This is an optimization exercise on Yosys and OpenROAD, whose aim is small area, not a production implementation.
Only simulation tests tie the RTL to the original design; equivalence was not proved.

== xenon ==
==> module esm_dwell_reporter, before the edit <==
module esm_dwell_reporter
#(
    parameter int          AXI_DATA_WIDTH = 32,    
    parameter logic [31:0] REPORT_MAGIC   = 32'h45534D52,
    parameter logic [7:0]  MODULE_ID      = 8'h02,
    parameter logic [7:0]  MESSAGE_TYPE   = 8'h10
) (
    input  logic                      Clk,
    input  logic                      Rst,
    input  logic                      Enable,
    input  logic                      Dwell_active,
    input  logic [183:0]              Dwell_data,
    input  logic [31:0]               Dwell_sequence_num,
    input  logic [63:0]               Timestamp,
    output logic                      M_axis_valid,
    input  logic                      M_axis_ready,
    output logic [AXI_DATA_WIDTH-1:0] M_axis_data,
    output logic                      M_axis_last,
    output logic [15:0]               Dropped_count
);
    logic                active_prev_r;
    logic                captured_r;
    logic [63:0]         sh_ts_r;
    logic [31:0]         act_cnt_r;
    logic [183:0]        meta_r;
    logic [31:0]         dseq_r;
    logic                pend_valid_r;
    logic [63:0]         pend_ts_r;
    logic [31:0]         pend_cnt_r;
    logic [31:0]         rpt_seq_r;
    logic [15:0]         dropped_r;
    logic                send_r;
    logic [13:0]         word_oh_r;     
    logic                last_s;
    logic                beat_acc_s;
    logic                last_acc_s;
    logic                dwell_start_s;
    logic                dwell_fall_s;
    logic                dwell_end_s;
    logic                pend_load_s;
    logic                dwell_drop_s;
    logic                meta_we_s;
    assign last_s        = word_oh_r[13];
    assign beat_acc_s    = send_r & M_axis_ready;
    assign last_acc_s    = beat_acc_s & last_s;
    assign dwell_start_s = Dwell_active & ~active_prev_r & Enable;
    assign dwell_fall_s  = ~Dwell_active & active_prev_r;
    assign dwell_end_s   = dwell_fall_s & captured_r;
    assign pend_load_s   = dwell_end_s & (~pend_valid_r | last_acc_s);
    assign dwell_drop_s  = dwell_end_s & ~pend_load_s;
    assign meta_we_s     = Dwell_active & (~pend_valid_r | (word_oh_r[12] | word_oh_r[13]));
    always_ff @(posedge Clk) begin
        active_prev_r <= Dwell_active;
        if (Rst) begin
            captured_r <= 1'b0;
        end else if (dwell_start_s) begin
            captured_r <= 1'b1;
        end else if (dwell_fall_s) begin
            captured_r <= 1'b0;
        end
    end
    always_ff @(posedge Clk) begin
        if (dwell_start_s) begin
            sh_ts_r <= Timestamp;
        end
    end
    always_ff @(posedge Clk) begin
        if (dwell_start_s) begin
            act_cnt_r <= 32'd1;
        end else begin
            act_cnt_r <= act_cnt_r + 32'd1;
        end
    end
    always_ff @(posedge Clk) begin
        if (meta_we_s) begin
            meta_r <= Dwell_data;
            dseq_r <= Dwell_sequence_num;
        end
    end
    always_ff @(posedge Clk) begin
        if (pend_load_s) begin
            pend_ts_r  <= sh_ts_r;
            pend_cnt_r <= act_cnt_r;
        end
    end
    always_ff @(posedge Clk) begin
        if (Rst) begin
            pend_valid_r <= 1'b0;
        end else if (pend_load_s) begin
            pend_valid_r <= 1'b1;
        end else if (last_acc_s) begin
            pend_valid_r <= 1'b0;
        end
    end
    always_ff @(posedge Clk) begin
        if (Rst) begin
            rpt_seq_r <= 32'd0;
            dropped_r <= 16'd0;
        end else begin
            if (last_acc_s) begin
                rpt_seq_r <= rpt_seq_r + 32'd1;
            end
            if (dwell_drop_s && (dropped_r != 16'hFFFF)) begin
                dropped_r <= dropped_r + 16'd1;
            end
        end
    end
    always_ff @(posedge Clk) begin
        if (Rst) begin
            send_r    <= 1'b0;
            word_oh_r <= 14'd1;
        end else if (!send_r) begin
            send_r    <= pend_valid_r;
            word_oh_r <= 14'd1;
        end else if (beat_acc_s) begin
            if (last_s) begin
                send_r    <= 1'b0;
                word_oh_r <= 14'd1;
            end else begin
                word_oh_r <= {word_oh_r[12:0], 1'b0};
            end
        end
    end
    assign M_axis_data = ({32{word_oh_r[0]}}  & REPORT_MAGIC)
                       | ({32{word_oh_r[1]}}  & rpt_seq_r)
                       | ({32{word_oh_r[2]}}  & {MODULE_ID, MESSAGE_TYPE, 16'h0000})
                       | ({32{word_oh_r[3]}}  & dseq_r)
                       | ({32{word_oh_r[4]}}  & meta_r[183:152])
                       | ({32{word_oh_r[5]}}  & meta_r[151:120])
                       | ({32{word_oh_r[6]}}  & {16'h0000, meta_r[119:104]})
                       | ({32{word_oh_r[7]}}  & {16'h0000, meta_r[103:88]})
                       | ({32{word_oh_r[8]}}  & meta_r[55:24])
                       | ({32{word_oh_r[9]}}  & meta_r[87:56])
                       | ({32{word_oh_r[10]}} & {meta_r[23:8], 8'h00, meta_r[7:0]})
                       | ({32{word_oh_r[11]}} & pend_cnt_r)
                       | ({32{word_oh_r[12]}} & pend_ts_r[31:0])
                       | ({32{word_oh_r[13]}} & pend_ts_r[63:32]);
    assign M_axis_valid  = send_r;
    assign M_axis_last   = last_s;
    assign Dropped_count = dropped_r;
endmodule
==> flow/config.mk <==
export PLATFORM = sky130hd
export DESIGN_NAME = esm_dwell_reporter
export DESIGN_NICKNAME = esm_dwell_reporter
export VERILOG_FILES = /design/flow/design.v
export SDC_FILE = /design/flow/constraint.sdc
export NUM_CORES = 4
export LEC_CHECK = 0
export CAP_MARGIN = 20
export CORE_MARGIN = 2
export CORE_UTILIZATION = 75
export SLEW_MARGIN = 20
==> flow/constraint.sdc <==
create_clock -name core_clock -period 5.0 [get_ports {Clk}]
set_input_delay 1.0000 -clock core_clock [delete_from_list [all_inputs] [get_ports {Clk}]]
set_output_delay 1.0000 -clock core_clock [all_outputs]
set_load 0.01 [all_outputs]
standard.sh (not shown) runs the stock make flow with config.mk's settings and CLKGATE_MAP_FILE= SYNTH_SCRIPT=/design/flow/synth_recipe.tcl, a recipe that flattens the netlist after the stock synthesis.
==> flow/flow/run.sh <==
#!/bin/bash
# Layout flow: the standard ORFS flow with three changes that only affect
# how the layout is built (not the design, constraints or what is measured):
#   1. After the standard synthesis, the combinational logic between the
#      registers is re-mapped by ABC for area (registers, their names and cell
#      types are left exactly as the standard synthesis made them).
#   2. Port buffers are made from the smallest buffer cell.
#   3. The clock tree uses smaller clock buffers and no dummy loads.
# Each tool's output goes to a log file of its own in this folder.
set -euo pipefail
export BUFFER_PORTS_ARGS="-buffer_cell sky130_fd_sc_hd__buf_1"
if [[ -f flow/cts_args ]]; then
  export CTS_ARGS="$(cat flow/cts_args)"
fi
R=orfs/results/${FLOW_PLATFORM}/esm_dwell_reporter/base
LIB=${FLOW_HOME}/platforms/${FLOW_PLATFORM}/lib/sky130_fd_sc_hd__tt_025C_1v80.lib

bash standard.sh synth > make_synth.log 2>&1

cp $R/1_2_yosys.v $R/1_2_yosys_std.v
DU=$(sed -n '/DONT_USE_CELLS += /,/^$/p' ${FLOW_HOME}/platforms/${FLOW_PLATFORM}/config.mk | tr -d '\\' | tr ' ' '\n' | grep sky130 | sed 's/^/-dont_use /' | tr '\n' ' ')
cat > reopt.ys <<EOY
read_liberty -ignore_miss_func $LIB
read_verilog $R/1_2_yosys_std.v
hierarchy -top ${FLOW_TOP}
blackbox sky130_fd_sc_hd__*df* sky130_fd_sc_hd__*dl* sky130_fd_sc_hd__conb_*
select -assert-none ${FLOW_TOP}/t:sky130_fd_sc_hd__*dl*
tee -o reopt_regs_before.txt select -list ${FLOW_TOP}/t:sky130_fd_sc_hd__dfxtp_1 ${FLOW_TOP}/t:sky130_fd_sc_hd__edfxtp_1
flatten
blackbox sky130_fd_sc_hd__*
opt -purge
abc -liberty $LIB $DU -script $(pwd)/flow/abc.script
read_liberty -lib -overwrite -ignore_miss_func $LIB
opt_clean -purge
hilomap -singleton -hicell sky130_fd_sc_hd__conb_1 HI -locell sky130_fd_sc_hd__conb_1 LO
insbuf -buf sky130_fd_sc_hd__buf_1 A X
splitnets
opt_clean -purge
tee -o reopt_regs_after.txt select -list ${FLOW_TOP}/t:sky130_fd_sc_hd__dfxtp_1 ${FLOW_TOP}/t:sky130_fd_sc_hd__edfxtp_1
tee -o reopt_regs_after_all.txt select -list ${FLOW_TOP}/t:sky130_fd_sc_hd__*df*
tee -o reopt_stat.txt stat -liberty $LIB
check -assert -mapped
write_verilog -noattr -nohex -nodec $R/1_2_yosys.v
EOY
yosys -s reopt.ys > yosys_reopt.log 2>&1
# the registers must be the standard synthesis's: same names, same cell types
for t in dfxtp_1 edfxtp_1; do
  grep -c "sky130_fd_sc_hd__$t " $R/1_2_yosys_std.v > reopt_n_std_$t.txt || true
  grep -c "sky130_fd_sc_hd__$t " $R/1_2_yosys.v > reopt_n_new_$t.txt || true
  cmp reopt_n_std_$t.txt reopt_n_new_$t.txt
done
cmp <(sort reopt_regs_before.txt) <(sort reopt_regs_after.txt)
cmp <(sort reopt_regs_before.txt) <(sort reopt_regs_after_all.txt)
[[ $(grep -c "sky130_fd_sc_hd__[a-z]*df[a-z]*_[0-9] " $R/1_2_yosys_std.v) == $(wc -l < reopt_regs_before.txt) ]]
rm -f $R/1_synth.odb

bash standard.sh finish > make_finish.log 2>&1
Other scripts of this flow, unchanged in this note and not shown: flow/flow/abc.script, flow/flow/cts_args
For indigo, these inputs were changed with respect to xenon:
--- a/flow/design.v
+++ b/flow/design.v
@@ -105,22 +105,22 @@
             end
         end
     end
     always_ff @(posedge Clk) begin
         if (Rst) begin
-            send_r    <= 1'b0;
-            word_oh_r <= 14'd1;
+            send_r <= 1'b0;
         end else if (!send_r) begin
-            send_r    <= pend_valid_r;
+            send_r <= pend_valid_r;
+        end else if (last_acc_s) begin
+            send_r <= 1'b0;
+        end
+    end
+    always_ff @(posedge Clk) begin
+        if (!send_r) begin
             word_oh_r <= 14'd1;
         end else if (beat_acc_s) begin
-            if (last_s) begin
-                send_r    <= 1'b0;
-                word_oh_r <= 14'd1;
-            end else begin
-                word_oh_r <= {word_oh_r[12:0], 1'b0};
-            end
+            word_oh_r <= {word_oh_r[12:0], 1'b0};
         end
     end
     assign M_axis_data = ({32{word_oh_r[0]}}  & REPORT_MAGIC)
                        | ({32{word_oh_r[1]}}  & rpt_seq_r)
                        | ({32{word_oh_r[2]}}  & {MODULE_ID, MESSAGE_TYPE, 16'h0000})
Notes after the runs:
- The final reports for indigo and xenon show ratio of cells with drive above 1 in the final layout higher in the former.
- Relative to xenon, first-pass GRT wire length increased by about 1.5% in indigo.
- Share of the core filled with cells in the final layout: indigo > xenon
- Between xenon and indigo, depth of the most critical reg-to-reg path increased.
- | total standard cell area after synthesis | lower: indigo |

## what the ideal ports hide
The results above use ideal ports. As a check the final layouts listed here were re-extracted and re-timed, cells and wires unchanged.
Step 1 (the two cells are an assumption about what drives the block):
set clk [get_ports {Clk}]
set_driving_cell -lib_cell sky130_fd_sc_hd__clkbuf_16 $clk
set_driving_cell -lib_cell sky130_fd_sc_hd__buf_2 [delete_from_list [all_inputs] $clk]
Step 2, shift: input delay + t, output delay - t, t = (earliest + latest rising clock arrival at the registers) / 2. This alone moves slack from input paths to output paths.
Slacks: no drivers / after step 1 / after step 2; pairs: no drivers / after step 1.
run	t (ns)	setup WS [ns]	worst slew at a driven data input, ns
xenon	0.589	0.699 / 0.688 / 0.099	0.06
indigo	0.599	0.278 / 0.278 / -0.148	0.08
Met with ideal ports but missed after step 2: setup timing in indigo. For xenon, which loses most, drivers alone change the setup slack by -0.011 ns; drivers and shift together by -0.600 ns.
